From an optimization exercise on the open Yosys and OpenROAD flow, aimed at small area, a short achievable clock period and few clock cycles per item; shortcuts taken in it are not production practice. Where RTL was checked, it was by simulation tests only, not by an equivalence proof against the original. Only the layout flow was run in runs 1 and 3 to 6; the RTL was not checked for function there. No activity file was given, so power comes from the tool's default toggle rates.

==> design/flow/design.v <==
package lsfws_pkg;
    localparam int WINDOW_SIZE = 5;
    localparam int MID_INDEX   = WINDOW_SIZE / 2;
    localparam int FILL_W      = $clog2(WINDOW_SIZE + 1);
    localparam int POS_W       = 32;
    localparam int SCORE_W     = 17;
    localparam int QUEUE_DEPTH = 2;
    localparam int QPTR_W      = (QUEUE_DEPTH > 1) ? $clog2(QUEUE_DEPTH) : 1;
    localparam int QCNT_W      = $clog2(QUEUE_DEPTH + 1);
    localparam int PADDR_W     = 3;
    localparam int PDATA_W     = 32;
    localparam logic [SCORE_W-1:0] THRESHOLD_RESET = 17'd64881;
    localparam logic FUNC_INSERT = 1'b0;
    localparam logic FUNC_FLUSH  = 1'b1;
    localparam logic [PADDR_W-3:0] REG_SCORE_THRESHOLD = '0;
    typedef logic [POS_W-1:0]   pos_t;
    typedef logic [SCORE_W-1:0] score_t;
    typedef struct packed {
        logic   func;
        pos_t   position;
        score_t score;
    } item_t;
    typedef struct packed {
        pos_t kept_position;
        logic last;
    } result_t;
    typedef struct packed {
        pos_t [WINDOW_SIZE-1:0] positions;
        logic [WINDOW_SIZE-1:0] mask;
    } job_t;
endpackage
module low_score_flank_window_selector
(
    input  logic               clk,
    input  logic               rst_n,
    input  logic               psel,
    input  logic               penable,
    input  logic               pwrite,
    input  logic [lsfws_pkg::PADDR_W-1:0] paddr,
    input  logic [lsfws_pkg::PDATA_W-1:0] pwdata,
    output logic [lsfws_pkg::PDATA_W-1:0] prdata,
    output logic               pready,
    input  logic               item_valid,
    output logic               item_stall,
    input  lsfws_pkg::item_t              item,
    output logic               result_valid,
    input  logic               result_stall,
    output lsfws_pkg::result_t            result
);
    localparam int SLOTS   = 8;             
    localparam int NSCORE  = 4;              
    localparam int SCORE_W = lsfws_pkg::SCORE_W;
    localparam int POS_W   = lsfws_pkg::POS_W;
    localparam int PDATA_W = lsfws_pkg::PDATA_W;
    lsfws_pkg::score_t              threshold_reg;
    logic [SLOTS-1:0][POS_W-1:0]    pos_reg;
    logic [SLOTS-1:0]               pend_reg;
    logic [SLOTS-1:0]               last_reg;
    logic [4:0]                     kept_reg;
    logic [NSCORE-1:0][SCORE_W-1:0] score_reg;
    logic [2:0]                     fill_reg;
    logic                           out_valid_reg;
    lsfws_pkg::result_t             out_reg;
    assign pready = 1'b1;
    always_ff @(posedge clk or negedge rst_n)
    begin
        if (!rst_n)
            threshold_reg <= lsfws_pkg::THRESHOLD_RESET;
        else if (psel && penable && pwrite && !paddr[2])
            threshold_reg <= pwdata[SCORE_W-1:0];
    end
    assign prdata = paddr[2] ? '0 : PDATA_W'(threshold_reg);
    logic             accept;
    logic             insert;
    logic             flush;
    logic [NSCORE-1:0] below;
    logic             full;
    logic             low;
    logic [4:0]       win;         
    logic [4:0]       kept_sh;     
    logic [4:0]       newp;        
    assign item_stall = pend_reg[SLOTS-1];
    assign accept     = item_valid && !item_stall;
    assign insert     = accept && !item.func;
    assign flush      = accept && item.func;
    assign full       = (fill_reg == 3'd5);
    always_comb
    begin
        for (int i = 0; i < NSCORE; i++)
            below[i] = (score_reg[i] < threshold_reg);
        if (item.func)
        begin
            kept_sh = kept_reg;
            win     = 5'b00000;
            for (int i = 0; i < 5; i++)
                win[i] = (3'(i) < fill_reg);
            if (full)
                low = below[1] | below[0];
            else
                low = |(below & win[NSCORE-1:0]);
        end
        else
        begin
            kept_sh = {kept_reg[3:0], 1'b0};
            win     = 5'b00000;
            for (int i = 0; i < 5; i++)
                win[i] = (3'(i) <= fill_reg);
            if (full)
                low = below[1];                          
            else if (fill_reg == 3'd4)
                low = below[3] | below[2] | below[1];    
            else
                low = 1'b0;
        end
        newp = low ? (win & ~kept_sh) : 5'b00000;
    end
    logic [SLOTS-1:0] pick;        
    logic             any_pend;
    logic             load_out;
    logic [POS_W-1:0] pick_pos;
    logic             pick_last;
    always_comb
    begin
        pick = '0;
        for (int i = 0; i < SLOTS; i++)
            if (pend_reg[i])
            begin
                pick    = '0;
                pick[i] = 1'b1;
            end
        pick_pos  = '0;
        pick_last = 1'b0;
        for (int i = 0; i < SLOTS; i++)
        begin
            pick_pos  = pick_pos | (pick[i] ? pos_reg[i] : '0);
            pick_last = pick_last | (pick[i] & last_reg[i]);
        end
    end
    assign any_pend = |pend_reg;
    assign load_out = any_pend && (!out_valid_reg || !result_stall);
    logic [SLOTS-1:0] pend_left;
    assign pend_left = load_out ? (pend_reg & ~pick) : pend_reg;
    always_ff @(posedge clk or negedge rst_n)
    begin
        if (!rst_n)
        begin
            pend_reg      <= '0;
            fill_reg      <= '0;
            out_valid_reg <= 1'b0;
        end
        else
        begin
            if (insert)
            begin
                pend_reg <= {pend_left[SLOTS-2:0], 1'b0} | SLOTS'(newp);
                if (!full)
                    fill_reg <= fill_reg + 3'd1;
            end
            else if (flush)
            begin
                pend_reg <= pend_left | SLOTS'(newp);
                fill_reg <= '0;
            end
            else
                pend_reg <= pend_left;
            if (load_out)
                out_valid_reg <= 1'b1;
            else if (!result_stall)
                out_valid_reg <= 1'b0;
        end
    end
    always_ff @(posedge clk)
    begin
        if (insert)
        begin
            pos_reg   <= {pos_reg[SLOTS-2:0], item.position};
            last_reg  <= {last_reg[SLOTS-2:0], low};
            score_reg <= {score_reg[NSCORE-2:0], item.score};
            kept_reg  <= kept_sh | newp;
        end
        else if (flush)
        begin
            last_reg[0] <= last_reg[0] | newp[0];
            kept_reg    <= 5'b00000;
        end
        if (load_out)
            out_reg <= {pick_pos, pick_last};
    end
    assign result_valid = out_valid_reg;
    assign result       = out_reg;
endmodule
==> design/flow/run.sh <==
#!/bin/bash
# synth_recipe.tcl (not shown) runs the flow's synth.tcl, then flattens the netlist and writes it again
# the make line also repeats each setting of config.mk as NAME=value (left out here)
make -C /OpenROAD-flow-scripts/flow DESIGN_CONFIG=/design/flow/config.mk WORK_HOME=/design/flow/orfs CLKGATE_MAP_FILE= SYNTH_SCRIPT=/design/flow/synth_recipe.tcl finish
==> design/flow/config.mk <==
export PLATFORM = sky130hd
export DESIGN_NAME = low_score_flank_window_selector
export DESIGN_NICKNAME = low_score_flank_window_selector
export VERILOG_FILES = /design/flow/design.v
export SDC_FILE = /design/flow/constraint.sdc
export NUM_CORES = 4
export LEC_CHECK = 0
export CAP_MARGIN = 20
export CORE_MARGIN = 2
export CORE_UTILIZATION = 40
export SLEW_MARGIN = 20
==> design/flow/constraint.sdc <==
create_clock -name core_clock -period 5.5 [get_ports {clk}]
set_input_delay 1.1000 -clock core_clock [delete_from_list [all_inputs] [get_ports {clk}]]
set_output_delay 1.1000 -clock core_clock [all_outputs]
set_load 0.01 [all_outputs]
==> results of run 1 <==
[cell families after synthesis]
group	Yosys count	share of synthesized area (%)
AO/OA/AOI/OAI	235	12.3
adder cells (fa/ha/maj)	68	5.35
buffers and inverters	88	2.54
flip-flops	399	74.6
multiplexers	18	1.28
other	2	0.0473
AND/OR/NAND/NOR	139	3.94
[worst max path at each step]
stage	from	end	slack (ns)	cells after the start
5_1_grt	paddr[2]	prdata[13]	1.71	3
4_1_cts	paddr[2]	prdata[13]	1.85	3
6_report	paddr[2]	prdata[0]	1.85	3
3_5_place_dp	item_valid	pos_reg[101]$_DFFE_PP_	1.40	6
3_3_place_gp	item[49]	pos_reg[165]$_DFFE_PP_	1.46	5
2_1_floorplan	item_valid	pend_reg[3]$_DFF_PN0_	0.61	8
[final cells by class]
| class | count | share of cell area, % |
|---|---|---|
| flip-flops and latches | 399 | 62.3 |
| multi-input cells | 476 | 19.5 |
| repair buffers | 136 | 7.18 |
| clock buffers | 53 | 5.85 |
| well taps | 525 | 3.45 |
| clock inverters | 25 | 1.09 |
| inverters | 30 | 0.631 |
[Yosys cell counts (2+ instances only)]
cell,number,area share (%)
ha_1,68,5.4
clkbuf_1,35,0.83
o21bai_1,2,0.094
mux2_2,18,1.3
o31ai_1,3,0.14
nand2b_1,3,0.12
a21o_1,7,0.33
and4_1,3,0.17
buf_1,2,0.047
dfrtp_1,18,2.8
buf_4,16,0.76
a22oi_1,34,1.6
buf_2,4,0.13
a31oi_1,8,0.31
o21ai_0,17,0.54
inv_1,29,0.68
a211oi_1,3,0.14
o211ai_1,6,0.28
nor2_1,68,1.6
o22ai_1,3,0.12
edfxtp_1,370,70
nor3_1,8,0.25
a221o_1,101,6.4
a21oi_1,28,0.88
o41a_1,2,0.14
nand2_1,26,0.61
nand4_1,5,0.20
a2bb2oi_1,3,0.17
nor2b_1,4,0.16
dfstp_2,11,1.8
and2_1,5,0.20
conb_1,2,0.047
o21a_1,4,0.19
nand3_1,9,0.28
[routing by layer]
layer | vias to the layer above | global-route usage (%) | part of all wire, % | routed length [um]
li1 | 4099 | - | - | -
met1 | 4484 | 21.5 | 46 | 14900
met2 | 197 | 24.5 | 47 | 15100
met3 | 51 | 3.50 | 4.4 | 1410
met4 | 2 | 5.11 | 2.4 | 789
met5 | - | 0 | 0.034 | 11
[worst max-delay path, stage by stage]
cell	delay [ns]
clkdlybuf4s50_1	0.68
nor2b_1	0.22
clkdlybuf4s50_1	0.55
[report_power, final]
group	switching [W]	total, W	internal [W]
clock network	0.00116	0.00274	0.00158
registers	0.000165	0.00395	0.00379
logic	0.00104	0.00192	0.000881
total	0.00237	0.00862	0.00625
[per-stage QoR]
step           std cells  worst slack [ns]  hold WS, ns
5_1_grt             1644              1.71        0.453
3_5_place_dp        1565              1.40        0.426
3_3_place_gp        1565              1.46        0.427
2_1_floorplan        963             0.605        0.417
4_1_cts             1643              1.85        0.442
6_report            1644              1.85        0.442
==> qor.json, run 1 <==
{
  "run_status": "finished clean",
  "postCtsSetupRepairBufs": 0,
  "power_leakage_nw": 6.72,
  "syn2layout_area_growth_pct": 19.7,
  "overflow": 0,
  "r2r_setup_slack_ns": 2.26,
  "ir_worst_vdd_uv": 208,
  "place.detailed.hpwl_mm": 18.9,
  "drt-wirelength-per-cell_um": 19.6,
  "largest_register_ff_count": 256,
  "cts-resized-gates": 0,
  "grt_overall_usage_pct": 15.6,
  "cts.reportedPaths.clkPinSlew_ns": 0.06,
  "drt_iter0_markers": 718,
  "timing_worst_slew_pin_value_ns": 1.03,
  "dieArea_um2": 41300,
  "layout.cells.most_common_list": "edfxtp_1, clkdlybuf4s50_1, a221o_1",
  "setup.worst_path.end_class": "output pin",
  "postSynthRegisterBits": 399,
  "finalCriticalPeriod_ns": 3.65,
  "hold_path_startpoint": "pos_reg[5]$_DFFE_PP_",
  "cts.path.max_buffers": 3,
  "yosys_cell_types": 58,
  "fin_util_pct": 48.2,
  "timing_hold_violations_final": 0,
  "ant_nets": 0,
  "drcViolationCount": 0,
  "r2r_start": "threshold_reg[4]$_DFFE_PN1P_",
  "via_to_cell_ratio": 5.37,
  "power.density_cell_area_nw_per_um2": 453,
  "report.power.total_w": 0.00862,
  "post-route-period-util_pct": 66.3,
  "layout.cells.most_common": "edfxtp_1",
  "ios": 160,
  "drive_above_1_share_pct": 10.3,
  "num_antenna_cells": 0,
  "synth.cell_area_um2": 15900,
  "cts_tree": "done",
  "r2r_end": "last_reg[0]$_DFFE_PP_",
  "wire_length_of_the_first_global_routing_pass_mm": 50.1,
  "critical_path_peak_fanout": 18,
  "via_count_of_the_first_global_routing_pass": 8884,
  "core_area_um2": 39500,
  "antenna_violations_before_repair": 1,
  "fin_area_um2": 19000,
  "synth.yosys.seq_area_share_pct": 74.6,
  "io_buffers": 126,
  "row_count": 73,
  "clkLatencyLatePin_ns": 0.57,
  "maxSlewHeadroom_pct": 31.3,
  "worst_r2r_path_depth": 10,
  "ctsHoldBuffers": 0,
  "initial_core_util_pct": 40.3,
  "timing.max_cap.violations": 0,
  "seqCellArea_um2": 11900,
  "fillCellCount": 3373,
  "die_width_um": 203,
  "avgSynthCellArea_um2": 16.7,
  "timing.fmax_ghz": 0.274,
  "layout.nets": 1246,
  "cts_max_level": 2,
  "placedInstanceArea_um2": 17700,
  "hold_path.class": "flop to flop",
  "primary_ff_master_synth": "edfxtp_1",
  "maxSlewViolCount": 0,
  "netlist_instances": 949,
  "hold_depth": 0,
  "route.final.wire_length_mm": 32.2,
  "drt_first_pass_iters": 5,
  "timing.critical_path.arrival_ns": 2.55,
  "cts_inserted_buffers": 43,
  "synth.yosys.warnings": 1,
  "start_kind": "input pin",
  "setup_viol": 0,
  "critPathKind": "input pin to output pin",
  "synth-edff-count": 370,
  "area_used_by_multi_input_combinational_logic_um2": 3710,
  "die-height_um": 203,
  "postSynth.asyncResetShare_pct": 7.27,
  "root_buffer": "clkbuf_16",
  "final.setup_skew_ns": 0.0239,
  "critical_path_required_ns": 4.40,
  "gp_routability_congestion": 0.783,
  "rsz0062_at_grt": "false",
  "grt_start_max_net_pins": 126,
  "num_vias": 8833,
  "hold_path_end": "pos_reg[37]$_DFFE_PP_",
  "cts.sink_count": 399,
  "final.setup.tns_ns": 0
}
==> run 2: changes to the inputs <==
--- a/design/flow/design.v
+++ b/design/flow/design.v
@@ -47,7 +47,7 @@
     input  logic               result_stall,
     output lsfws_pkg::result_t            result
 );
-    localparam int SLOTS   = 8;             
+    localparam int SLOTS   = 12;             
     localparam int NSCORE  = 4;              
     localparam int SCORE_W = lsfws_pkg::SCORE_W;
     localparam int POS_W   = lsfws_pkg::POS_W;
==> qor.json, run 2 <==
{
  "timing.fmax": {"value": 0.274, "unit": "GHz", "change": "about the same"},
  "critPathKind": "input pin to output pin",
  "gp_routability_congestion": {"value": 0.754, "change": "-3.7%"},
  "route.final.wire_length": {"value": 43.3, "unit": "mm", "change": "+34%"},
  "power.density_cell_area": {"value": 396, "unit": "nW/um^2", "change": "-13%"},
  "cts_tree": "done",
  "r2r_start": "pend_reg[9]$_DFF_PN0_",
  "die_width": {"value": 231, "unit": "um", "change": "+14%"},
  "run_status": "finished clean",
  "dieArea": {"value": 53400, "unit": "um^2", "change": "+29%"},
  "fillCellCount": {"value": 4306, "change": "+28%"},
  "setup.worst_path.end": "prdata[8]",
  "drcViolationCount": {"value": 0, "change": "unchanged"},
  "core_area": {"value": 51200, "unit": "um^2", "change": "+30%"},
  "timing.critical_path.arrival": {"value": 2.55, "unit": "ns", "change": "about the same"},
  "primary_ff_master_synth": "edfxtp_1",
  "synthDominantCellAreaShare": {"value": 73.1, "unit": "%", "change": "+3.2 points"},
  "postCtsSetupRepairBufs": {"value": 0, "change": "unchanged"},
  "layout.nets": {"value": 1513, "change": "+21%"},
  "synth-edff-count": {"value": 502, "change": "+36%"},
  "post-place-ws": {"value": 1.47, "unit": "ns", "change": "+0.0627 ns"},
  "critical_path_peak_fanout": {"value": 18, "change": "unchanged"},
  "synthesized_area_fraction_occupied_by_ao_oa_aoi_and_oai_cells": {"value": 11.2, "unit": "%", "change": "-1.1 points"},
  "synth_most_common_cell": "edfxtp_1",
  "mux_share_of_post_synthesis_cell_area": {"value": 0.976, "unit": "%", "change": "-0.30 points"},
  "synth.yosys.seq_area_share": {"value": 77.1, "unit": "%", "change": "+2.6 points"},
  "netlist_instances": {"value": 1211, "change": "+28%"},
  "hold_path.class": "flop to flop",
  "power_leakage": {"value": 8.34, "unit": "nW", "change": "+24%"},
  "worst_r2r_path_depth": {"value": 8, "change": "-2"},
  "cts.sink_count": {"value": 535, "change": "+34%"},
  "wire_length_of_the_first_global_routing_pass": {"value": 66.8, "unit": "mm", "change": "+33%"},
  "avgSynthCellArea": {"value": 17.0, "unit": "um^2", "change": "+1.7%"},
  "cts-resized-gates": {"value": 0, "change": "unchanged"},
  "cts.reportedPaths.clkPinSlew": {"value": 0.06, "unit": "ns", "change": "about the same"},
  "synth_top_cells_by_count": "edfxtp_1, a22oi_1, ha_1, o21ai_0, nand2_1",
  "cts_max_level": {"value": 2, "change": "unchanged"},
  "synth_adder_area_share": {"value": 4.12, "unit": "%", "change": "-1.2 points"},
  "timing.max_cap.violations": {"value": 0, "change": "unchanged"},
  "postSynthRegisterBits": {"value": 535, "change": "+34%"},
  "grt_overall_usage": {"value": 16.2, "unit": "%", "change": "+0.58 points"},
  "layout.cells.most_common": "edfxtp_1",
  "setup.worst_path.start": "paddr[2]",
  "timing_hold_violations_final": {"value": 0, "change": "unchanged"},
  "syn2layout_area_growth_pct": 18.2,
  "root_buffer": "clkbuf_16",
  "r2r_end": "pend_reg[4]$_DFF_PN0_",
  "num_vias": {"value": 11500, "change": "+30%"},
  "area_used_by_multi_input_combinational_logic": {"value": 4340, "unit": "um^2", "change": "+17%"},
  "seqCellArea": {"value": 15900, "unit": "um^2", "change": "+34%"},
  "die-height": {"value": 231, "unit": "um", "change": "+14%"},
  "r2r_setup_slack": {"value": 1.98, "unit": "ns", "change": "-0.28 ns"},
  "final_instance_count_excl_fillers": {"value": 2077, "change": "+26%"},
  "maxSlewViolCount": {"value": 0, "change": "unchanged"},
  "final.setup_skew": {"value": 0.0288, "unit": "ns", "change": "+0.00492 ns"},
  "cts.path.max_buffers": {"value": 3, "change": "unchanged"},
  "cts_inserted_buffers": {"value": 54, "change": "+26%"},
  "rsz0062_at_grt": "false",
  "place.detailed.instances": {"value": 1977, "change": "+26%"},
  "drt_iter0_markers": {"value": 1130, "change": "+57%"},
  "final.setup.tns": {"value": 0, "unit": "ns", "change": "unchanged"},
  "final.setup.worst_slack": {"value": 1.85, "unit": "ns", "change": "-0.00176 ns"},
  "place.detailed.hpwl": {"value": 24.8, "unit": "mm", "change": "+31%"},
  "ir_worst_vdd": {"value": 241, "unit": "uV", "change": "+16%"},
  "layout.cells.most_common_list": "edfxtp_1, clkdlybuf4s50_1, a22oi_1, ha_1, o21ai_0",
  "maxSlewHeadroom": {"value": 27.4, "unit": "%", "change": "-3.9 points"},
  "via_to_cell_ratio": {"value": 5.54, "change": "+3.1%"},
  "ios": {"value": 160, "change": "unchanged"},
  "setup.worst_path.end_class": "output pin",
  "row_count": {"value": 83, "change": "+14%"},
  "synth.yosys.warnings": {"value": 1, "change": "unchanged"},
  "yosys.area.top_type": "edfxtp_1",
  "overflow": {"value": 0, "change": "unchanged"},
  "grt_start_max_net_pins": {"value": 109, "change": "-13%"},
  "ant_nets": {"value": 0, "change": "unchanged"},
  "clkLatencyLatePin": {"value": 0.62, "unit": "ns", "change": "+0.05 ns"},
  "finalCriticalPeriod": {"value": 3.65, "unit": "ns", "change": "+0.00176 ns"},
  "postSynth.asyncResetShare": {"value": 6.17, "unit": "%", "change": "-1.1 points"},
  "largest_register_ff_count": {"value": 384, "change": "+50%"},
  "drive_above_1_share": {"value": 10.0, "unit": "%", "change": "-0.25 points"},
  "antenna_violations_before_repair": {"value": 2, "change": "+1"},
  "synth-simple-area-share": {"value": 4.23, "unit": "%", "change": "+0.30 points"},
  "synth_xor_area_share": {"value": 0, "unit": "%", "change": "unchanged"},
  "worst_hold_slack": {"value": 0.439, "unit": "ns", "change": "-0.00345 ns"},
  "post-route-period-util": {"value": 66.3, "unit": "%", "change": "about the same"},
  "ctsHoldBuffers": {"value": 0, "change": "unchanged"},
  "setup_viol": {"value": 0, "change": "unchanged"},
  "synth.area.top_cells": "edfxtp_1, ha_1, dfrtp_1, a22oi_1, a221o_1",
  "yosys_cell_types": {"value": 56, "change": "-3.4%"},
  "via_count_of_the_first_global_routing_pass": {"value": 11400, "change": "+28%"},
  "drt_first_pass_iters": {"value": 8, "change": "+3"},
  "drt-wirelength-per-cell": {"value": 20.9, "unit": "um", "change": "+6.3%"},
  "timing_worst_slew_pin_value": {"value": 1.09, "unit": "ns", "change": "+0.0600 ns"},
  "start_kind": "input pin",
  "critical_path_required": {"value": 4.40, "unit": "ns", "change": "about the same"},
  "initial_core_util": {"value": 40.3, "unit": "%", "change": "about the same"},
  "io_buffers": {"value": 126, "change": "unchanged"},
  "synth.cell_area": {"value": 20600, "unit": "um^2", "change": "+30%"},
  "synth_top_family_by_area": "compound AO/OA/AOI/OAI gates"
}
[run 2: changes by cell type after synthesis, sizes merged, moves of 32 or more]
cell | before | now
edfxtp | 370 | 502
a221o | 101 | 33
o21ai | 17 | 59
a221oi | 1 | 35
a22oi | 34 | 68
nand3 | 9 | 43
a222oi | 0 | 33
nand2 | 26 | 59
nor2 | 68 | 36
[run 2: kinds of logic (layout without fill, tap and decap cells)]
kind of cell,after synthesis,after routing
simple gates,182,182
other cells,2,17
flops,535,535
buf+inv,101,272
mux,18,18
compound gates,305,305
fa+ha+maj,68,68
[run 2: worst min path at each step]
| stage | start | end | slack [ns] | depth (start not counted) |
|---|---|---|---|---|
| after floorplan | score_reg[0]$_DFFE_PP_ | score_reg[17]$_DFFE_PP_ | 0.42 | 0 |
| after global placement | score_reg[0]$_DFFE_PP_ | score_reg[17]$_DFFE_PP_ | 0.43 | 0 |
| after detailed placement | score_reg[0]$_DFFE_PP_ | score_reg[17]$_DFFE_PP_ | 0.43 | 0 |
| after CTS | pos_reg[70]$_DFFE_PP_ | pos_reg[102]$_DFFE_PP_ | 0.44 | 0 |
| after global routing | pos_reg[253]$_DFFE_PP_ | pos_reg[285]$_DFFE_PP_ | 0.45 | 0 |
| final | pos_reg[309]$_DFFE_PP_ | pos_reg[341]$_DFFE_PP_ | 0.44 | 0 |
[run 2: area by class of cell]
cell class / instances / area share, %
clock inverters: 23 / 0.887
clock buffers: 76 / 6.17
multi-input cells: 589 / 17.8
flip-flops and latches: 535 / 65.3
diodes: 1 / 0.0103
repair buffers: 143 / 5.90
well taps: 680 / 3.49
inverters: 30 / 0.498
[run 2: per-stage QoR]
stage	area, um^2	utilization (%)	total power (W)
floorplan	20700	-	0.00565
global placement	22700	44.3	0.00616
detailed placement	22700	44.3	0.00619
CTS	24400	47.6	0.00977
global route	24400	47.6	0.0100
finish	24400	47.6	0.00965
[run 2: worst max-delay path, stage by stage]
cell,delay (ns)
clkdlybuf4s50_1,0.68
nor2_1,0.21
clkdlybuf4s50_1,0.55
[run 2: power by group]
part / total [W] / leakage, nW / internal [W] / switching (W)
Clock: 0.00356 / 0.834 / 0.00201 / 0.00155
Combinational: 0.00115 / 2.38 / 0.000490 / 0.000662
Sequential: 0.00494 / 5.12 / 0.00481 / 0.000138
Total: 0.00965 / 8.34 / 0.00731 / 0.00235
[run 2: layer usage]
layer	up-vias	global-route usage [%]	wire length, um
met2	390	24.7	19700
met3	76	3.01	2810
li1	5209	-	-
met5	-	0	16
met4	2	5.71	1110
met1	5828	23.2	19700
Testbench counts of run 2, summed over its fixed seeds: cycles 12,983, items 12,000.
==> run 3: changes to the inputs <==
--- a/design/flow/design.v
+++ b/design/flow/design.v
@@ -47,7 +47,7 @@
     input  logic               result_stall,
     output lsfws_pkg::result_t            result
 );
-    localparam int SLOTS   = 12;             
+    localparam int SLOTS   = lsfws_pkg::WINDOW_SIZE;
     localparam int NSCORE  = 4;              
     localparam int SCORE_W = lsfws_pkg::SCORE_W;
     localparam int POS_W   = lsfws_pkg::POS_W;
@@ -56,9 +56,10 @@
     logic [SLOTS-1:0][POS_W-1:0]    pos_reg;
     logic [SLOTS-1:0]               pend_reg;
     logic [SLOTS-1:0]               last_reg;
-    logic [4:0]                     kept_reg;
+    logic [SLOTS-1:0]               kept_reg;
     logic [NSCORE-1:0][SCORE_W-1:0] score_reg;
     logic [2:0]                     fill_reg;
+    logic                           stall_reg;
     logic                           out_valid_reg;
     lsfws_pkg::result_t             out_reg;
     assign pready = 1'b1;
@@ -70,17 +71,17 @@
             threshold_reg <= pwdata[SCORE_W-1:0];
     end
     assign prdata = paddr[2] ? '0 : PDATA_W'(threshold_reg);
-    logic             accept;
-    logic             insert;
-    logic             flush;
+    logic              accept;
+    logic              insert;
+    logic              flush;
     logic [NSCORE-1:0] below;
-    logic             full;
-    logic             low;
-    logic [4:0]       win;         
-    logic [4:0]       kept_sh;     
-    logic [4:0]       newp;        
-    assign item_stall = pend_reg[SLOTS-1];
-    assign accept     = item_valid && !item_stall;
+    logic              full;
+    logic              low;
+    logic [SLOTS-1:0]  win;         
+    logic [SLOTS-1:0]  kept_sh;     
+    logic [SLOTS-1:0]  newp;        
+    assign item_stall = stall_reg;
+    assign accept     = item_valid && !stall_reg;
     assign insert     = accept && !item.func;
     assign flush      = accept && item.func;
     assign full       = (fill_reg == 3'd5);
@@ -88,11 +89,11 @@
     begin
         for (int i = 0; i < NSCORE; i++)
             below[i] = (score_reg[i] < threshold_reg);
+        win = '0;
         if (item.func)
         begin
             kept_sh = kept_reg;
-            win     = 5'b00000;
-            for (int i = 0; i < 5; i++)
+            for (int i = 0; i < SLOTS; i++)
                 win[i] = (3'(i) < fill_reg);
             if (full)
                 low = below[1] | below[0];
@@ -101,9 +102,8 @@
         end
         else
         begin
-            kept_sh = {kept_reg[3:0], 1'b0};
-            win     = 5'b00000;
-            for (int i = 0; i < 5; i++)
+            kept_sh = {kept_reg[SLOTS-2:0], 1'b0};
+            for (int i = 0; i < SLOTS; i++)
                 win[i] = (3'(i) <= fill_reg);
             if (full)
                 low = below[1];                          
@@ -112,10 +112,9 @@
             else
                 low = 1'b0;
         end
-        newp = low ? (win & ~kept_sh) : 5'b00000;
+        newp = low ? (win & ~kept_sh) : '0;
     end
     logic [SLOTS-1:0] pick;        
-    logic             any_pend;
     logic             load_out;
     logic [POS_W-1:0] pick_pos;
     logic             pick_last;
@@ -136,37 +135,39 @@
             pick_last = pick_last | (pick[i] & last_reg[i]);
         end
     end
-    assign any_pend = |pend_reg;
-    assign load_out = any_pend && (!out_valid_reg || !result_stall);
+    assign load_out = (|pend_reg) && (!out_valid_reg || !result_stall);
     logic [SLOTS-1:0] pend_left;
+    logic [SLOTS-1:0] pend_next;
+    logic             out_valid_next;
     assign pend_left = load_out ? (pend_reg & ~pick) : pend_reg;
+    always_comb
+    begin
+        if (insert)
+            pend_next = {pend_left[SLOTS-2:0], 1'b0} | newp;
+        else if (flush)
+            pend_next = pend_left | newp;
+        else
+            pend_next = pend_left;
+        out_valid_next = load_out || (out_valid_reg && result_stall);
+    end
     always_ff @(posedge clk or negedge rst_n)
     begin
         if (!rst_n)
         begin
             pend_reg      <= '0;
             fill_reg      <= '0;
+            stall_reg     <= 1'b0;
             out_valid_reg <= 1'b0;
         end
         else
         begin
-            if (insert)
-            begin
-                pend_reg <= {pend_left[SLOTS-2:0], 1'b0} | SLOTS'(newp);
-                if (!full)
-                    fill_reg <= fill_reg + 3'd1;
-            end
+            pend_reg <= pend_next;
+            if (insert && !full)
+                fill_reg <= fill_reg + 3'd1;
             else if (flush)
-            begin
-                pend_reg <= pend_left | SLOTS'(newp);
                 fill_reg <= '0;
-            end
-            else
-                pend_reg <= pend_left;
-            if (load_out)
-                out_valid_reg <= 1'b1;
-            else if (!result_stall)
-                out_valid_reg <= 1'b0;
+            stall_reg     <= pend_next[SLOTS-1] && out_valid_next;
+            out_valid_reg <= out_valid_next;
         end
     end
     always_ff @(posedge clk)
@@ -181,7 +182,7 @@
         else if (flush)
         begin
             last_reg[0] <= last_reg[0] | newp[0];
-            kept_reg    <= 5'b00000;
+            kept_reg    <= '0;
         end
         if (load_out)
             out_reg <= {pick_pos, pick_last};
--- a/design/flow/config.mk
+++ b/design/flow/config.mk
@@ -8,4 +8,5 @@
 export CAP_MARGIN = 20
 export CORE_MARGIN = 2
 export CORE_UTILIZATION = 40
+export SETUP_SLACK_MARGIN = 0
 export SLEW_MARGIN = 20
==> qor.json, run 3 <==
{
  "drt_first_pass_iters": {"value": 5, "change": "-3"},
  "clkLatencyLatePin": {"value": 0.50, "unit": "ns", "change": "-0.12 ns"},
  "postSynth.asyncResetShare": {"value": 9.06, "unit": "%", "change": "+2.9 points"},
  "largest_register_ff_count": {"value": 160, "change": "-58%"},
  "report.power.total": {"value": 0.00615, "unit": "W", "change": "-36%"},
  "post-route-period-util": {"value": 68.0, "unit": "%", "change": "+1.7 points"},
  "route.final.wire_length": {"value": 24.4, "unit": "mm", "change": "-44%"},
  "ios": {"value": 160, "change": "unchanged"},
  "num_antenna_cells": {"value": 0, "change": "-1"},
  "layout.cells.most_common_list": "edfxtp_1, clkdlybuf4s50_1, ha_1",
  "yosys.area.top_type": "edfxtp_1",
  "core_area": {"value": 30400, "unit": "um^2", "change": "-41%"},
  "critical_path_peak_fanout": {"value": 18, "change": "unchanged"},
  "via_count_of_the_first_global_routing_pass": {"value": 6992, "change": "-39%"},
  "layout.cells.most_common": "edfxtp_1",
  "via_to_cell_ratio": {"value": 5.20, "change": "-6.1%"},
  "gp_routability_congestion": {"value": 0.786, "change": "+4.2%"},
  "place.detailed.hpwl": {"value": 15.0, "unit": "mm", "change": "-40%"},
  "hold_path.class": "flop to flop",
  "drt_iter0_markers": {"value": 526, "change": "-53%"},
  "cts_tree": "done",
  "power_leakage": {"value": 5.36, "unit": "nW", "change": "-36%"},
  "yosys_cell_types": {"value": 53, "change": "-5.4%"},
  "timing_hold_violations_final": {"value": 0, "change": "unchanged"},
  "ctsHoldBuffers": {"value": 0, "change": "unchanged"},
  "fin_area": {"value": 15000, "unit": "um^2", "change": "-38%"},
  "row_count": {"value": 64, "change": "-23%"},
  "final.setup.tns": {"value": 0, "unit": "ns", "change": "unchanged"},
  "cts-resized-gates": {"value": 0, "change": "unchanged"},
  "drcViolationCount": {"value": 0, "change": "unchanged"},
  "syn2layout_area_growth_pct": 22.5,
  "timing.critical_path.arrival": {"value": 2.64, "unit": "ns", "change": "+0.09 ns"},
  "synth_most_common_cell": "edfxtp_1",
  "synthDominantCellAreaShare": {"value": 66.3, "unit": "%", "change": "-6.7 points"},
  "cts.reportedPaths.clkPinSlew": {"value": 0.06, "unit": "ns", "change": "about the same"},
  "final.setup_skew": {"value": 0.0131, "unit": "ns", "change": "-0.0157 ns"},
  "power.density_cell_area": {"value": 410, "unit": "nW/um^2", "change": "+3.5%"},
  "cts.path.max_buffers": {"value": 3, "change": "unchanged"},
  "rsz0062_at_grt": "false",
  "grt_start_max_net_pins": {"value": 110, "change": "+0.92%"},
  "drive_above_1_share": {"value": 10.6, "unit": "%", "change": "+0.57 points"},
  "num_vias": {"value": 7020, "change": "-39%"},
  "ir_worst_vdd": {"value": 249, "unit": "uV", "change": "+3.3%"},
  "die-height": {"value": 179, "unit": "um", "change": "-22%"},
  "postSynthRegisterBits": {"value": 298, "change": "-44%"},
  "timing.fmax": {"value": 0.267, "unit": "GHz", "change": "-2.5%"},
  "layout.nets": {"value": 1086, "change": "-28%"},
  "dieArea": {"value": 32100, "unit": "um^2", "change": "-40%"},
  "run_status": "finished clean",
  "avgSynthCellArea": {"value": 15.6, "unit": "um^2", "change": "-8.4%"},
  "root_buffer": "clkbuf_16",
  "drt-wirelength-per-cell": {"value": 18.1, "unit": "um", "change": "-13%"},
  "start_kind": "input pin",
  "die_width": {"value": 179, "unit": "um", "change": "-22%"},
  "maxSlewHeadroom": {"value": 33.2, "unit": "%", "change": "+5.8 points"},
  "synth.area.top_cells": "edfxtp_1, ha_1, dfrtp_1, a221o_1, dfstp_2",
  "critPathKind": "input pin to output pin",
  "netlist_instances": {"value": 786, "change": "-35%"},
  "cts_max_level": {"value": 2, "change": "unchanged"},
  "synth.yosys.seq_area_share": {"value": 72.0, "unit": "%", "change": "-5.2 points"},
  "setup.worst_path.end_class": "output pin",
  "placedInstanceArea": {"value": 14000, "unit": "um^2", "change": "-38%"},
  "overflow": {"value": 0, "change": "unchanged"},
  "critical_path_required": {"value": 4.40, "unit": "ns", "change": "about the same"},
  "postCtsSetupRepairBufs": {"value": 0, "change": "unchanged"},
  "synth_top_cells_by_count": "edfxtp_1, ha_1, nand2_1, o21ai_0, nor2_1",
  "setup_viol": {"value": 0, "change": "unchanged"},
  "antenna_violations_before_repair": {"value": 0, "change": "-2"},
  "finalCriticalPeriod": {"value": 3.74, "unit": "ns", "change": "+0.0918 ns"},
  "grt_overall_usage": {"value": 15.3, "unit": "%", "change": "-0.83 points"},
  "io_buffers": {"value": 126, "change": "unchanged"},
  "synth-edff-count": {"value": 271, "change": "-46%"},
  "timing_worst_slew_pin_value": {"value": 1.00, "unit": "ns", "change": "-0.0892 ns"},
  "wire_length_of_the_first_global_routing_pass": {"value": 38.2, "unit": "mm", "change": "-43%"},
  "cts.sink_count": {"value": 298, "change": "-44%"},
  "cts_inserted_buffers": {"value": 34, "change": "-37%"},
  "final_instance_count_excl_fillers": {"value": 1349, "change": "-35%"},
  "worst_hold_slack": {"value": 0.443, "unit": "ns", "change": "+0.00418 ns"},
  "place.detailed.instances": {"value": 1286, "change": "-35%"},
  "timing.max_cap.violations": {"value": 0, "change": "unchanged"},
  "synth.cell_area": {"value": 12300, "unit": "um^2", "change": "-41%"},
  "initial_core_util": {"value": 40.3, "unit": "%", "change": "about the same"},
  "maxSlewViolCount": {"value": 0, "change": "unchanged"},
  "ant_nets": {"value": 0, "change": "unchanged"},
  "synth.yosys.warnings": {"value": 1, "change": "unchanged"},
  "primary_ff_master_synth": "edfxtp_1"
}
## run 3: cell types whose count changed in the layout (fill, tap and decap cells not counted), moves of 21 or more
cell / delta
a221oi_1: -34
a222oi_1: -33
a22oi_1: -34
clkbuf_16: -21
edfxtp_1: -231
nand3_1: -41
## run 3: metrics by stage
stage	util, %	worst slack, ns
finish	49.4	1.76
global placement	45.9	1.74
global route	49.4	1.63
CTS	49.4	1.73
floorplan	-	-0.0835
detailed placement	45.9	1.72
## run 3: critical path, cell delays in order
cell and delay (ns):
clkdlybuf4s50_1 0.75, nor2_1 0.23, clkdlybuf4s50_1 0.56
## run 3: cell families after synthesis
kind of cell	share of synthesized area, %
buffers and inverters	2.66
other	0.0612
DFF	72.0
muxes	1.65
AOI/OAI and AO/OA	11.6
and+or+nand+nor	5.19
adders and majority gates	6.83
## run 3: final timing paths
check / startpoint / slack [ns] / depth (start not counted) / endpoint
max in group asynchronous: rst_n / 4.16 / 2 / threshold_reg[4]$_DFFE_PN1P_
max reg2reg: threshold_reg[15]$_DFFE_PN1P_ / 2.20 / 10 / pend_reg[4]$_DFF_PN0_
min in group asynchronous: rst_n / 1.01 / 2 / threshold_reg[9]$_DFFE_PN0P_
min: pos_reg[90]$_DFFE_PP_ / 0.44 / 0 / pos_reg[122]$_DFFE_PP_
max: paddr[2] / 1.76 / 3 / prdata[3]
min reg2reg: pos_reg[90]$_DFFE_PP_ / 0.44 / 0 / pos_reg[122]$_DFFE_PP_
## run 3: routing by layer
| layer | routed length, um | track usage [%] |
|---|---|---|
| met3 | 1180 | 3.14 |
| met5 | 0 | 0 |
| met1 | 11400 | 21.7 |
| met4 | 422 | 4.20 |
| met2 | 11400 | 24.0 |
## run 3: cell type report
| cell class | count | area [um^2] |
|---|---|---|
| clock buffers | 42 | 881 |
| clock inverters | 20 | 169 |
| fillers | 2616 | 15400 |
| inverters | 25 | 93.8 |
| multi-input cells | 433 | 3200 |
| flip-flops and latches | 298 | 8830 |
| well taps | 396 | 495 |
| repair buffers | 135 | 1360 |
## run 3: report_power, final
part	internal [W]	leakage, nW	switching (W)
clock network	0.00124	0.506	0.000886
registers	0.00277	2.88	0.000105
logic	0.000529	1.97	0.000621
==> run 4: changes to the inputs <==
--- a/design/flow/config.mk
+++ b/design/flow/config.mk
@@ -8,5 +8,5 @@
 export CAP_MARGIN = 20
 export CORE_MARGIN = 2
 export CORE_UTILIZATION = 40
-export SETUP_SLACK_MARGIN = 0
+export SETUP_SLACK_MARGIN = 3
 export SLEW_MARGIN = 20
==> qor.json, run 4 <==
{
  "run_status": "finished clean",
  "place.detailed.hpwl": {"value": 15.0, "unit": "mm", "change": "about the same"},
  "final.setup.tns": {"value": 0, "unit": "ns", "change": "unchanged"},
  "initial_core_util": {"value": 40.3, "unit": "%", "change": "unchanged"},
  "synth.area.top_cells": "edfxtp_1, ha_1, dfrtp_1, a221o_1, dfstp_2",
  "postSynthRegisterBits": {"value": 298, "change": "unchanged"},
  "timing_hold_violations_final": {"value": 0, "change": "unchanged"},
  "switching_part_of_the_total_power": {"value": 26.7, "unit": "%", "change": "+0.49 points"},
  "largest_stage_delay_on_the_critical_path": {"value": 0.55, "unit": "ns", "change": "-0.20 ns"},
  "hold_path_startpoint": "pos_reg[82]$_DFFE_PP_",
  "cts_tree": "done",
  "timing.fmax": {"value": 0.347, "unit": "GHz", "change": "+30%"},
  "synth.yosys.warnings": {"value": 1, "change": "unchanged"},
  "fillCellCount": {"value": 2559, "change": "-2.2%"},
  "worst_r2r_path_depth": {"value": 12, "change": "+2"},
  "die-height": {"value": 179, "unit": "um", "change": "unchanged"},
  "critical_path.most_common_cell": "buf_6",
  "drt_first_pass_iters": {"value": 5, "change": "unchanged"},
  "netlist_instances": {"value": 786, "change": "unchanged"},
  "cts.path.max_buffers": {"value": 3, "change": "unchanged"},
  "setup.worst_path.end_class": "flop",
  "ctsHoldBuffers": {"value": 0, "change": "unchanged"},
  "yosys.area.top_type": "edfxtp_1",
  "r2r_end": "last_reg[0]$_DFFE_PP_",
  "finalCriticalPeriod": {"value": 2.88, "unit": "ns", "change": "-0.861 ns"},
  "maxSlewViolCount": {"value": 0, "change": "unchanged"},
  "layout.nets": {"value": 1120, "change": "+3.1%"},
  "hold_path_end": "pos_reg[114]$_DFFE_PP_",
  "row_count": {"value": 64, "change": "unchanged"},
  "overflow": {"value": 0, "change": "unchanged"},
  "gp_routability_congestion": {"value": 0.781, "change": "-0.66%"},
  "cts_max_level": {"value": 2, "change": "unchanged"},
  "worst_path_max_delay_cell": "dfstp_2",
  "drt_iter0_markers": {"value": 516, "change": "-1.9%"},
  "power_leakage": {"value": 5.77, "unit": "nW", "change": "+7.7%"},
  "timing_worst_slew_pin_value": {"value": 0.787, "unit": "ns", "change": "-0.213 ns"},
  "ordered_cell_list_for_the_critical_path": "clkinvlp_4 > buf_6 > ha_4 > and4_4 > a31oi_1 > o211ai_1 > buf_4 > o21a_1 > o32ai_4 > buf_6 > nor3_2 > nor3_1",
  "syn2layout_area_growth_pct": 28.0,
  "power.density_cell_area": {"value": 394, "unit": "nW/um^2", "change": "-3.8%"},
  "maxSlewHeadroom": {"value": 47.5, "unit": "%", "change": "+14 points"},
  "clkLatencyLatePin": {"value": 0.51, "unit": "ns", "change": "about the same"},
  "route.final.wire_length": {"value": 25.0, "unit": "mm", "change": "+2.4%"},
  "critPathKind": "flop to flop",
  "primary_ff_master_synth": "edfxtp_1",
  "dieArea": {"value": 32100, "unit": "um^2", "change": "unchanged"},
  "synth.yosys.seq_area_share": {"value": 72.0, "unit": "%", "change": "unchanged"},
  "core_area": {"value": 30400, "unit": "um^2", "change": "unchanged"},
  "drcViolationCount": {"value": 0, "change": "unchanged"},
  "internal_power": {"value": 0.00453, "unit": "W", "change": "-0.20%"},
  "yosys_cell_types": {"value": 53, "change": "unchanged"},
  "critical_path.n_buffers_inverters": {"value": 4, "change": "+2"},
  "total_switching_power": {"value": 0.00165, "unit": "W", "change": "+2.4%"},
  "num_antenna_cells": {"value": 0, "change": "unchanged"},
  "power.clock.fraction": {"value": 32.8, "unit": "%", "change": "-1.8 points"},
  "largest_register_ff_count": {"value": 160, "change": "unchanged"},
  "worst_hold_slack": {"value": 0.446, "unit": "ns", "change": "+0.00291 ns"},
  "postSynth.asyncResetShare": {"value": 9.06, "unit": "%", "change": "unchanged"},
  "grt_overall_usage": {"value": 15.4, "unit": "%", "change": "+0.12 points"},
  "root_buffer": "clkbuf_16",
  "io_buffers": {"value": 126, "change": "unchanged"},
  "r2r_start": "threshold_reg[6]$_DFFE_PN1P_",
  "num_vias": {"value": 7288, "change": "+3.8%"},
  "synth_top_cells_by_count": "edfxtp_1, ha_1, nand2_1, o21ai_0, nor2_1",
  "layout.cells.most_common_list": "edfxtp_1, clkdlybuf4s50_1, ha_1",
  "synth_most_common_cell": "edfxtp_1",
  "ant_nets": {"value": 0, "change": "unchanged"},
  "setup.worst_path.start": "threshold_reg[6]$_DFFE_PN1P_",
  "via_count_of_the_first_global_routing_pass": {"value": 7213, "change": "+3.2%"},
  "power.combinational.fraction": {"value": 20.6, "unit": "%", "change": "+1.9 points"},
  "timing.max_cap.violations": {"value": 0, "change": "unchanged"},
  "ios": {"value": 160, "change": "unchanged"},
  "synth-edff-count": {"value": 271, "change": "unchanged"},
  "antenna_violations_before_repair": {"value": 0, "change": "unchanged"},
  "cts_inserted_buffers": {"value": 34, "change": "unchanged"},
  "via_to_cell_ratio": {"value": 5.28, "change": "+1.6%"},
  "post-route-period-util": {"value": 52.3, "unit": "%", "change": "-16 points"},
  "avgSynthCellArea": {"value": 15.6, "unit": "um^2", "change": "unchanged"},
  "drive_above_1_share": {"value": 19.9, "unit": "%", "change": "+9.3 points"},
  "wire_length_of_the_first_global_routing_pass": {"value": 38.7, "unit": "mm", "change": "+1.3%"},
  "critical_path_peak_fanout": {"value": 4, "change": "-14"},
  "synth.cell_area": {"value": 12300, "unit": "um^2", "change": "unchanged"},
  "final.setup_skew": {"value": 0.0190, "unit": "ns", "change": "+0.00592 ns"},
  "cts.reportedPaths.clkPinSlew": {"value": 0.06, "unit": "ns", "change": "about the same"},
  "report.power.total": {"value": 0.00618, "unit": "W", "change": "+0.47%"},
  "rsz0062_at_grt": "true",
  "layout.cells.most_common": "edfxtp_1",
  "critical_path.top_delay_family": "compound AO/OA/AOI/OAI gates",
  "cts.sink_count": {"value": 298, "change": "unchanged"},
  "setup_viol": {"value": 0, "change": "unchanged"},
  "synthDominantCellAreaShare": {"value": 66.3, "unit": "%", "change": "unchanged"},
  "critical_path_required": {"value": 5.75, "unit": "ns", "change": "+1.35 ns"},
  "hold_path.class": "flop to flop",
  "start_kind": "flop",
  "r2r_setup_slack": {"value": 2.62, "unit": "ns", "change": "+0.42 ns"},
  "grt_start_max_net_pins": {"value": 98, "change": "-11%"},
  "hold_depth": {"value": 0, "change": "unchanged"},
  "die_width": {"value": 179, "unit": "um", "change": "unchanged"},
  "timing.critical_path.arrival": {"value": 3.13, "unit": "ns", "change": "+0.49 ns"},
  "seqPwrFrac": {"value": 46.6, "unit": "%", "change": "about the same"},
  "ir_worst_vdd": {"value": 300, "unit": "uV", "change": "+20%"},
  "drt-wirelength-per-cell": {"value": 18.1, "unit": "um", "change": "+0.22%"}
}
-- run 4: worst max-delay path by stage --
stage,to,cells after the start
finish,last_reg[0]$_DFFE_PP_,12
global route,last_reg[0]$_DFFE_PP_,13
CTS,last_reg[0]$_DFFE_PP_,11
detailed placement,prdata[0],4
global placement,prdata[0],4
floorplan,stall_reg$_DFF_PN0_,5
-- run 4: power by group through the flow --
stage	clock (W)	combinational (W)	sequential, W
5_1_grt	0.00218	0.00140	0.00291
2_1_floorplan	0	0.000624	0.00295
3_3_place_gp	0	0.00116	0.00292
4_1_cts	0.00209	0.00122	0.00288
6_report	0.00203	0.00127	0.00288
3_5_place_dp	0	0.00117	0.00292
-- run 4: cells by family (layout without fill, tap and decap cells) --
kind of cell	Yosys count	after routing	share of synthesized area [%]
AOI/OAI and AO/OA	197	197	11.6
muxes	18	18	1.65
DFF	298	298	72.0
other	2	16	0.0612
and+or+nand+nor	135	136	5.19
adders and majority gates	67	67	6.83
buffers and inverters	69	251	2.66
-- run 4: layout make-up --
| cell class | instances | area, um^2 | share of cell area (%) |
|---|---|---|---|
| Sequential cell | 298 | 8830 | 56.2 |
| Multi-Input combinational cell | 434 | 3560 | 22.7 |
| Timing Repair Buffer | 168 | 1710 | 10.9 |
| Clock buffer | 47 | 921 | 5.87 |
| Tap cell | 396 | 495 | 3.16 |
| Inverter | 25 | 109 | 0.694 |
| Clock inverter | 11 | 65.1 | 0.415 |
-- run 4: timing repair --
action / in CTS / in global routing
gates cloned: 0 / 1
setup endpoints to repair: 309 / 61
pin swaps: 23 / 25
resized for setup: 145 / 44
setup buffers: 17 / 13
-- run 4: metal layers --
layer / vias up / global-route usage [%] / part of all wire, %
met5: - / 0 / 0
met4: 0 / 3.66 / 1.5
met3: 29 / 3.31 / 5.7
met2: 189 / 24.5 / 47
met1: 3655 / 21.8 / 45
li1: 3415 / - / -
-- run 4: per-stage QoR --
step / std cells / utilization, % / setup WS, ns / area (um^2)
2_1_floorplan: 800 / - / -0.0835 / 12500
3_3_place_gp: 1289 / 46.2 / 1.90 / 14100
3_5_place_dp: 1290 / 46.3 / 1.89 / 14100
4_1_cts: 1365 / 50.5 / 2.63 / 15400
5_1_grt: 1379 / 51.6 / 2.51 / 15700
6_report: 1379 / 51.6 / 2.62 / 15700
==> run 5: changes to the inputs <==
--- a/design/flow/design.v
+++ b/design/flow/design.v
@@ -58,37 +58,41 @@
     logic [SLOTS-1:0]               last_reg;
     logic [SLOTS-1:0]               kept_reg;
     logic [NSCORE-1:0][SCORE_W-1:0] score_reg;
+    logic [NSCORE-1:0]              below_reg;    
     logic [2:0]                     fill_reg;
     logic                           stall_reg;
     logic                           out_valid_reg;
     lsfws_pkg::result_t             out_reg;
     assign pready = 1'b1;
+    logic              thr_write;
+    lsfws_pkg::score_t thr_next;
+    assign thr_write = psel && penable && pwrite && !paddr[2];
+    assign thr_next  = thr_write ? pwdata[SCORE_W-1:0] : threshold_reg;
     always_ff @(posedge clk or negedge rst_n)
     begin
         if (!rst_n)
             threshold_reg <= lsfws_pkg::THRESHOLD_RESET;
-        else if (psel && penable && pwrite && !paddr[2])
-            threshold_reg <= pwdata[SCORE_W-1:0];
+        else
+            threshold_reg <= thr_next;
     end
     assign prdata = paddr[2] ? '0 : PDATA_W'(threshold_reg);
     logic              accept;
     logic              insert;
     logic              flush;
-    logic [NSCORE-1:0] below;
+    logic [NSCORE:0]   cmp;         
+    logic [NSCORE-1:0] below_next;
     logic              full;
     logic              low;
     logic [SLOTS-1:0]  win;         
     logic [SLOTS-1:0]  kept_sh;     
     logic [SLOTS-1:0]  newp;        
-    assign item_stall = stall_reg;
-    assign accept     = item_valid && !stall_reg;
+    assign item_stall = stall_reg && result_stall;
+    assign accept     = item_valid && !item_stall;
     assign insert     = accept && !item.func;
     assign flush      = accept && item.func;
     assign full       = (fill_reg == 3'd5);
     always_comb
     begin
-        for (int i = 0; i < NSCORE; i++)
-            below[i] = (score_reg[i] < threshold_reg);
         win = '0;
         if (item.func)
         begin
@@ -96,9 +100,9 @@
             for (int i = 0; i < SLOTS; i++)
                 win[i] = (3'(i) < fill_reg);
             if (full)
-                low = below[1] | below[0];
+                low = below_reg[1] | below_reg[0];
             else
-                low = |(below & win[NSCORE-1:0]);
+                low = |(below_reg & win[NSCORE-1:0]);
         end
         else
         begin
@@ -106,13 +110,20 @@
             for (int i = 0; i < SLOTS; i++)
                 win[i] = (3'(i) <= fill_reg);
             if (full)
-                low = below[1];                          
+                low = below_reg[1];                          
             else if (fill_reg == 3'd4)
-                low = below[3] | below[2] | below[1];    
+                low = below_reg[3] | below_reg[2] | below_reg[1];    
             else
                 low = 1'b0;
         end
         newp = low ? (win & ~kept_sh) : '0;
+    end
+    always_comb
+    begin
+        cmp[0] = (item.score < thr_next);
+        for (int i = 0; i < NSCORE; i++)
+            cmp[i+1] = (score_reg[i] < thr_next);
+        below_next = insert ? cmp[NSCORE-1:0] : cmp[NSCORE:1];
     end
     logic [SLOTS-1:0] pick;        
     logic             load_out;
@@ -184,6 +195,7 @@
             last_reg[0] <= last_reg[0] | newp[0];
             kept_reg    <= '0;
         end
+        below_reg <= below_next;
         if (load_out)
             out_reg <= {pick_pos, pick_last};
     end
==> qor.json, run 5 <==
{
  "run_status": "finished clean",
  "place.detailed.hpwl": {"value": 16.1, "unit": "mm", "change": "+7.1%"},
  "gp_routability_congestion": {"value": 0.785, "change": "+0.50%"},
  "dieArea": {"value": 33200, "unit": "um^2", "change": "+3.4%"},
  "rsz0062_at_grt": "true",
  "critical_path.n_buffers_inverters": {"value": 2, "change": "-2"},
  "critPathKind": "input pin to flop",
  "die_width": {"value": 182, "unit": "um", "change": "+1.7%"},
  "critical_path_peak_fanout": {"value": 7, "change": "+3"},
  "num_vias": {"value": 7588, "change": "+4.1%"},
  "route.final.wire_length": {"value": 26.8, "unit": "mm", "change": "+7.3%"},
  "via_count_of_the_first_global_routing_pass": {"value": 7837, "change": "+8.7%"},
  "layout.cells.most_common_list": "edfxtp_1, clkdlybuf4s50_1, ha_1",
  "layout.nets": {"value": 1178, "change": "+5.2%"},
  "drive_above_1_share": {"value": 20.2, "unit": "%", "change": "+0.27 points"},
  "critical_path.most_common_cell": "buf_12",
  "start_kind": "input pin",
  "timing.fmax": {"value": 0.321, "unit": "GHz", "change": "-7.5%"},
  "ordered_cell_list_for_the_critical_path": "buf_12 > nand4b_4 > buf_12 > mux2i_4 > ha_4 > and4_4 > nand4_1 > or4_1 > o221a_1 > mux2_4",
  "ios": {"value": 160, "change": "unchanged"},
  "num_antenna_cells": {"value": 0, "change": "unchanged"},
  "initial_core_util": {"value": 40.4, "unit": "%", "change": "+0.12 points"},
  "core_area": {"value": 31400, "unit": "um^2", "change": "+3.2%"},
  "timing_hold_violations_final": {"value": 0, "change": "unchanged"},
  "postSynth.asyncResetShare": {"value": 8.94, "unit": "%", "change": "-0.12 points"},
  "final.setup.tns": {"value": 0, "unit": "ns", "change": "unchanged"},
  "synth.area.top_cells": "edfxtp_1, ha_1, dfrtp_1, a221o_1, dfstp_2",
  "critical_path.top_delay_family": "simple AND/OR/NAND/NOR gates",
  "drt_iter0_markers": {"value": 551, "change": "+6.8%"},
  "largest_register_ff_count": {"value": 160, "change": "unchanged"},
  "overflow": {"value": 0, "change": "unchanged"},
  "postSynthRegisterBits": {"value": 302, "change": "+1.3%"},
  "netlist_instances": {"value": 840, "change": "+6.9%"},
  "cts.sink_count": {"value": 302, "change": "+1.3%"},
  "layout.cells.most_common": "edfxtp_1",
  "timing.critical_path.arrival": {"value": 3.51, "unit": "ns", "change": "+0.38 ns"},
  "ant_nets": {"value": 0, "change": "unchanged"},
  "fin_util": {"value": 52.2, "unit": "%", "change": "+0.59 points"},
  "hold_path.class": "flop to flop",
  "synth_adder_area_share": {"value": 7.45, "unit": "%", "change": "+0.62 points"},
  "synth_top_family_by_area": "compound AO/OA/AOI/OAI gates",
  "place.detailed.instances": {"value": 1344, "change": "+4.2%"},
  "synth_top_cells_by_count": "edfxtp_1, ha_1, nand2_1, o21ai_0, a21oi_1",
  "ctsHoldBuffers": {"value": 0, "change": "unchanged"},
  "ir_worst_vdd": {"value": 184, "unit": "uV", "change": "-39%"},
  "yosys.area.top_type": "edfxtp_1",
  "synth.cell_area": {"value": 12700, "unit": "um^2", "change": "+3.5%"},
  "drcViolationCount": {"value": 0, "change": "unchanged"},
  "clkLatencyLatePin": {"value": 0.51, "unit": "ns", "change": "about the same"},
  "cts.reportedPaths.clkPinSlew": {"value": 0.05, "unit": "ns", "change": "about the same"},
  "synth.yosys.seq_area_share": {"value": 70.2, "unit": "%", "change": "-1.8 points"},
  "cts_tree": "done",
  "finalCriticalPeriod": {"value": 3.11, "unit": "ns", "change": "+0.234 ns"},
  "primary_ff_master_synth": "edfxtp_1",
  "row_count": {"value": 65, "change": "+1.6%"},
  "worst_path_max_delay_cell": "or4_1",
  "cts.path.max_buffers": {"value": 3, "change": "unchanged"},
  "fin_area": {"value": 16400, "unit": "um^2", "change": "+4.3%"},
  "synth_xor_area_share": {"value": 0.276, "unit": "%", "change": "+0.28 points"},
  "syn2layout_area_growth_pct": 29.0,
  "drt_first_pass_iters": {"value": 5, "change": "unchanged"},
  "via_to_cell_ratio": {"value": 5.27, "change": "-0.36%"},
  "maxSlewHeadroom": {"value": 34.2, "unit": "%", "change": "-13 points"},
  "timing_worst_slew_pin_value": {"value": 0.985, "unit": "ns", "change": "+0.197 ns"},
  "largest_stage_delay_on_the_critical_path": {"value": 0.52, "unit": "ns", "change": "-0.03 ns"},
  "post-route-period-util": {"value": 56.6, "unit": "%", "change": "+4.3 points"},
  "yosys_cell_types": {"value": 62, "change": "+17%"},
  "timing.max_cap.violations": {"value": 0, "change": "unchanged"},
  "maxSlewViolCount": {"value": 0, "change": "unchanged"},
  "placedInstanceArea": {"value": 14500, "unit": "um^2", "change": "+3.3%"},
  "setup.worst_path.end_class": "flop",
  "mux_share_of_post_synthesis_cell_area": {"value": 1.78, "unit": "%", "change": "+0.13 points"},
  "cts_inserted_buffers": {"value": 35, "change": "+2.9%"},
  "critical_path_required": {"value": 5.89, "unit": "ns", "change": "+0.14 ns"},
  "drt-wirelength-per-cell": {"value": 18.6, "unit": "um", "change": "+2.6%"},
  "setup_viol": {"value": 0, "change": "unchanged"},
  "final_instance_count_excl_fillers": {"value": 1441, "change": "+4.5%"},
  "synth-edff-count": {"value": 271, "change": "unchanged"},
  "root_buffer": "clkbuf_16",
  "wire_length_of_the_first_global_routing_pass": {"value": 42.3, "unit": "mm", "change": "+9.3%"},
  "synthesized_area_fraction_occupied_by_ao_oa_aoi_and_oai_cells": {"value": 11.5, "unit": "%", "change": "-0.085 points"},
  "avgSynthCellArea": {"value": 15.1, "unit": "um^2", "change": "-3.2%"},
  "grt_start_max_net_pins": {"value": 74, "change": "-24%"},
  "io_buffers": {"value": 126, "change": "unchanged"},
  "synthDominantCellAreaShare": {"value": 64.1, "unit": "%", "change": "-2.2 points"},
  "die-height": {"value": 182, "unit": "um", "change": "+1.7%"},
  "grt_overall_usage": {"value": 16.2, "unit": "%", "change": "+0.71 points"},
  "power.density_cell_area": {"value": 402, "unit": "nW/um^2", "change": "+2.0%"},
  "final.setup_skew": {"value": 0.0197, "unit": "ns", "change": "+0.000700 ns"},
  "cts_max_level": {"value": 2, "change": "unchanged"},
  "report.power.total": {"value": 0.00658, "unit": "W", "change": "+6.4%"},
  "power_leakage": {"value": 6.11, "unit": "nW", "change": "+5.9%"},
  "synth_most_common_cell": "edfxtp_1",
  "synth-simple-area-share": {"value": 5.84, "unit": "%", "change": "+0.64 points"},
  "antenna_violations_before_repair": {"value": 0, "change": "unchanged"},
  "synth.yosys.warnings": {"value": 1, "change": "unchanged"}
}
==> run 5: cell count changes after synthesis, moves of 6 or more <==
cell / before / now
nand3_1: 2 / 8
nor2b_1: 3 / 14
mux2i_1: 0 / 13
a21oi_1: 28 / 37
ha_1: 67 / 74
mux2_2: 18 / 4
nor2_1: 36 / 23
nor3_1: 8 / 1
nand4_1: 7 / 15
inv_1: 24 / 31
==> run 5: layout make-up <==
class | instances | area, um^2
flip-flops and latches | 302 | 8910
clock inverters | 11 | 72.6
repair inverters | 1 | 11.3
repair buffers | 165 | 1660
fillers | 2602 | 15000
multi-input cells | 475 | 4030
well taps | 402 | 503
inverters | 32 | 176
clock buffers | 53 | 1000
==> run 5: metrics by stage <==
step | hold slack, ns | worst slack (ns)
2_1_floorplan | 0.427 | 2.06
4_1_cts | 0.438 | 2.35
5_1_grt | 0.447 | 2.29
3_5_place_dp | 0.432 | 0.652
6_report | 0.444 | 2.39
3_3_place_gp | 0.428 | 0.601
==> run 5: cells by family after synthesis <==
family	Yosys count
compound gates	212
xor+xnor	4
fa+ha+maj	76
buf+inv	79
flops	302
mux	20
other cells	2
simple gates	145
==> run 5: worst register-to-register path, delay by kind of cell (launching register included) <==
family          cells  cell delay, ns
mux                 2            0.43
buf+inv             1            0.05
flops               1            0.54
compound gates      1            0.24
fa+ha+maj           1            0.26
simple gates        4            0.83
==> run 5: per-layer routing <==
metal  wire (um)  up-vias  GRT usage (%)
li1            -     3632              -
met1       12400     3764           22.1
met2       13000      164           27.1
met3        1070       28           2.79
met4         313        0           3.68
met5           0        -              0
==> run 5: repair_timing <==
action | in CTS | in global routing
gates resized for setup | 184 | 35
endpoints found under the setup margin | 356 | 238
pin swaps | 14 | 15
setup buffers | 20 | 9
endpoints found under the hold margin | 0 | 0
gates cloned | 4 | 0
==> run 5: path summary, 6_finish.rpt <==
kind | start | to | cells past startpoint | slack, ns
max in group asynchronous | rst_n | pend_reg[3]$_DFF_PN0_ | 2 | 4.14
worst max register to register | threshold_reg[6]$_DFF_PN1_ | below_reg[2]$_DFF_P_ | 9 | 3.04
worst max-delay path | paddr[2] | below_reg[2]$_DFF_P_ | 10 | 2.39
worst min register to register | pos_reg[87]$_DFFE_PP_ | pos_reg[119]$_DFFE_PP_ | 0 | 0.44
min in group asynchronous | rst_n | threshold_reg[2]$_DFF_PN0_ | 2 | 0.98
worst min-delay path | pos_reg[87]$_DFFE_PP_ | pos_reg[119]$_DFFE_PP_ | 0 | 0.44
==> run 5: power by group <==
group          internal (W)  switching [W]  total, W
combinational      0.000679       0.000761   0.00144
clock               0.00127       0.000880   0.00215
sequential          0.00283       0.000157   0.00299
total               0.00478        0.00180   0.00658
==> run 6: changes to the inputs <==
--- a/design/flow/design.v
+++ b/design/flow/design.v
@@ -75,7 +75,10 @@
         else
             threshold_reg <= thr_next;
     end
-    assign prdata = paddr[2] ? '0 : PDATA_W'(threshold_reg);
+    logic [SCORE_W-1:0] prdata_reg;
+    always_ff @(posedge clk)
+        prdata_reg <= paddr[2] ? '0 : thr_next;
+    assign prdata = PDATA_W'(prdata_reg);
     logic              accept;
     logic              insert;
     logic              flush;
@@ -86,7 +89,7 @@
     logic [SLOTS-1:0]  win;         
     logic [SLOTS-1:0]  kept_sh;     
     logic [SLOTS-1:0]  newp;        
-    assign item_stall = stall_reg && result_stall;
+    assign item_stall = stall_reg;
     assign accept     = item_valid && !item_stall;
     assign insert     = accept && !item.func;
     assign flush      = accept && item.func;
==> qor.json, run 6 <==
{
  "run_status": "finished clean",
  "num_vias": {"value": 7823, "change": "+3.1%"},
  "drt_first_pass_iters": {"value": 4, "change": "-1"},
  "setup.worst_path.end_class": "flop",
  "hold_path_startpoint": "pos_reg[99]$_DFFE_PP_",
  "timing.max_cap.violations": {"value": 0, "change": "unchanged"},
  "hold_path.class": "flop to flop",
  "cts.sink_count": {"value": 319, "change": "+5.6%"},
  "timing.critical_path.arrival": {"value": 3.80, "unit": "ns", "change": "+0.29 ns"},
  "cts_max_level": {"value": 2, "change": "unchanged"},
  "initial_core_util": {"value": 40.3, "unit": "%", "change": "-0.16 points"},
  "grtUsageMet1": {"value": 22.0, "unit": "%", "change": "-0.18 points"},
  "worst_r2r_path_depth": {"value": 9, "change": "unchanged"},
  "grt_overall_usage": {"value": 15.9, "unit": "%", "change": "-0.25 points"},
  "synth.area.top_cells": "edfxtp_1, ha_1, dfxtp_1, dfrtp_1, a221o_1",
  "globalRouteMet2Util": {"value": 26.1, "unit": "%", "change": "-0.99 points"},
  "worst_path_max_delay_cell": "or4_4",
  "root_buffer": "clkbuf_16",
  "critPathKind": "input pin to flop",
  "fin_util": {"value": 52.2, "unit": "%", "change": "about the same"},
  "synth.yosys.seq_area_share": {"value": 71.1, "unit": "%", "change": "+0.95 points"},
  "num_antenna_cells": {"value": 0, "change": "unchanged"},
  "yosys_cell_types": {"value": 59, "change": "-4.8%"},
  "postSynth.asyncResetShare": {"value": 8.46, "unit": "%", "change": "-0.48 points"},
  "ir_worst_vdd": {"value": 215, "unit": "uV", "change": "+17%"},
  "netlist_instances": {"value": 862, "change": "+2.6%"},
  "drt_iter0_markers": {"value": 497, "change": "-9.8%"},
  "io_buffers": {"value": 126, "change": "unchanged"},
  "power_leakage": {"value": 6.35, "unit": "nW", "change": "+4.1%"},
  "dieArea": {"value": 34000, "unit": "um^2", "change": "+2.4%"},
  "cts_inserted_buffers": {"value": 37, "change": "+5.7%"},
  "final.setup.worst_slack": {"value": 2.11, "unit": "ns", "change": "-0.278 ns"},
  "synth_top_cells_by_count": "edfxtp_1, ha_1, nand2_1, o21ai_0, a21oi_1",
  "final.setup.tns": {"value": 0, "unit": "ns", "change": "unchanged"},
  "grt-busiest-layer": "met2",
  "worst_hold_slack": {"value": 0.434, "unit": "ns", "change": "-0.00960 ns"},
  "overflow": {"value": 0, "change": "unchanged"},
  "drt-wirelength-per-cell": {"value": 18.2, "unit": "um", "change": "-2.5%"},
  "largest_register_ff_count": {"value": 160, "change": "unchanged"},
  "syn2layout_area_growth_pct": 29.6,
  "antenna_violations_before_repair": {"value": 0, "change": "unchanged"},
  "largest_stage_delay_on_the_critical_path": {"value": 0.51, "unit": "ns", "change": "about the same"},
  "ctsHoldBuffers": {"value": 0, "change": "unchanged"},
  "critical_path_required": {"value": 5.91, "unit": "ns", "change": "+0.02 ns"},
  "r2r_end": "below_reg[2]$_DFF_P_",
  "die-height": {"value": 184, "unit": "um", "change": "+1.2%"},
  "r2r_start": "threshold_reg[14]$_DFF_PN1_",
  "synthDominantCellAreaShare": {"value": 62.6, "unit": "%", "change": "-1.5 points"},
  "ant_nets": {"value": 0, "change": "unchanged"}
}
run 6: per-stage QoR:
| step | instance area (um^2) | cells |
|---|---|---|
| floorplan | 13200 | 876 |
| global placement | 14900 | 1418 |
| detailed placement | 14900 | 1418 |
| CTS | 16500 | 1512 |
| global route | 16900 | 1528 |
| finish | 16900 | 1528 |
run 6: how the worst max path moves through the flow:
stage,from,endpoint,slack [ns],depth (start not counted)
after floorplan,paddr[2],below_reg[2]$_DFF_P_,1.63,12
after CTS,paddr[2],below_reg[2]$_DFF_P_,2.04,12
after global routing,paddr[2],below_reg[2]$_DFF_P_,2.06,12
after global placement,paddr[2],below_reg[2]$_DFF_P_,0.80,10
after detailed placement,psel,below_reg[2]$_DFF_P_,0.73,10
final,paddr[2],below_reg[2]$_DFF_P_,2.11,12
run 6: final cells by class:
class | instances | area (um^2)
timing repair inverter | 2 | 27.5
clock buffer | 48 | 967
fill | 2685 | 15400
clock inverter | 20 | 200
tap | 442 | 553
multi-input combinational | 480 | 3880
inverter | 32 | 151
sequential | 319 | 9250
timing repair buffer | 185 | 1830
run 6: metal layers:
metal,share of wire (%),up-vias
li1,-,3750
met5,0,-
met4,1.7,0
met3,4.3,36
met2,48,180
met1,46,3857
run 6: cell families (layout without fill, tap and decap cells):
| logic type | after synthesis | after routing | synth area share (%) |
|---|---|---|---|
| other | 2 | 16 | 0.0578 |
| adders and majority gates | 76 | 76 | 7.28 |
| AOI/OAI and AO/OA | 214 | 214 | 11.3 |
| DFF | 319 | 319 | 71.1 |
| buffers and inverters | 79 | 287 | 2.89 |
| muxes | 22 | 22 | 1.86 |
| xor gates and xnor gates | 7 | 7 | 0.472 |
| and+or+nand+nor | 143 | 145 | 5.07 |
run 6: power groups by stage:
| stage | Clock [W] | Combinational (W) | Sequential [W] |
|---|---|---|---|
| 6_report | 0.00236 | 0.00191 | 0.00331 |
| 4_1_cts | 0.00242 | 0.00184 | 0.00331 |
| 5_1_grt | 0.00252 | 0.00211 | 0.00335 |
| 3_5_place_dp | 0 | 0.00176 | 0.00336 |
| 3_3_place_gp | 0 | 0.00172 | 0.00335 |
| 2_1_floorplan | 0 | 0.000955 | 0.00339 |
run 6: critical path, delay by kind of cell:
kind            cells  cell delay, ns
mux                 2            0.46
fa+ha+maj           1            0.26
compound gates      1            0.23
buf+inv             4            0.55
simple gates        4            1.17
run 6: timing repair:
action,4_1_cts,5_1_grt
resized for setup,72,55
setup buffers,24,13
endpoints found under the setup margin,320,302
pin swaps,21,17
cloned,2,3
endpoints found under the hold margin,0,0

Setup slack of run 6, layout unchanged: 2.109 ns with ideal ports, 2.119 ns with driving cells assumed (clock clkbuf_16, inputs buf_2), 1.564 ns with port delays also shifted by the 0.555 ns mid clock arrival.
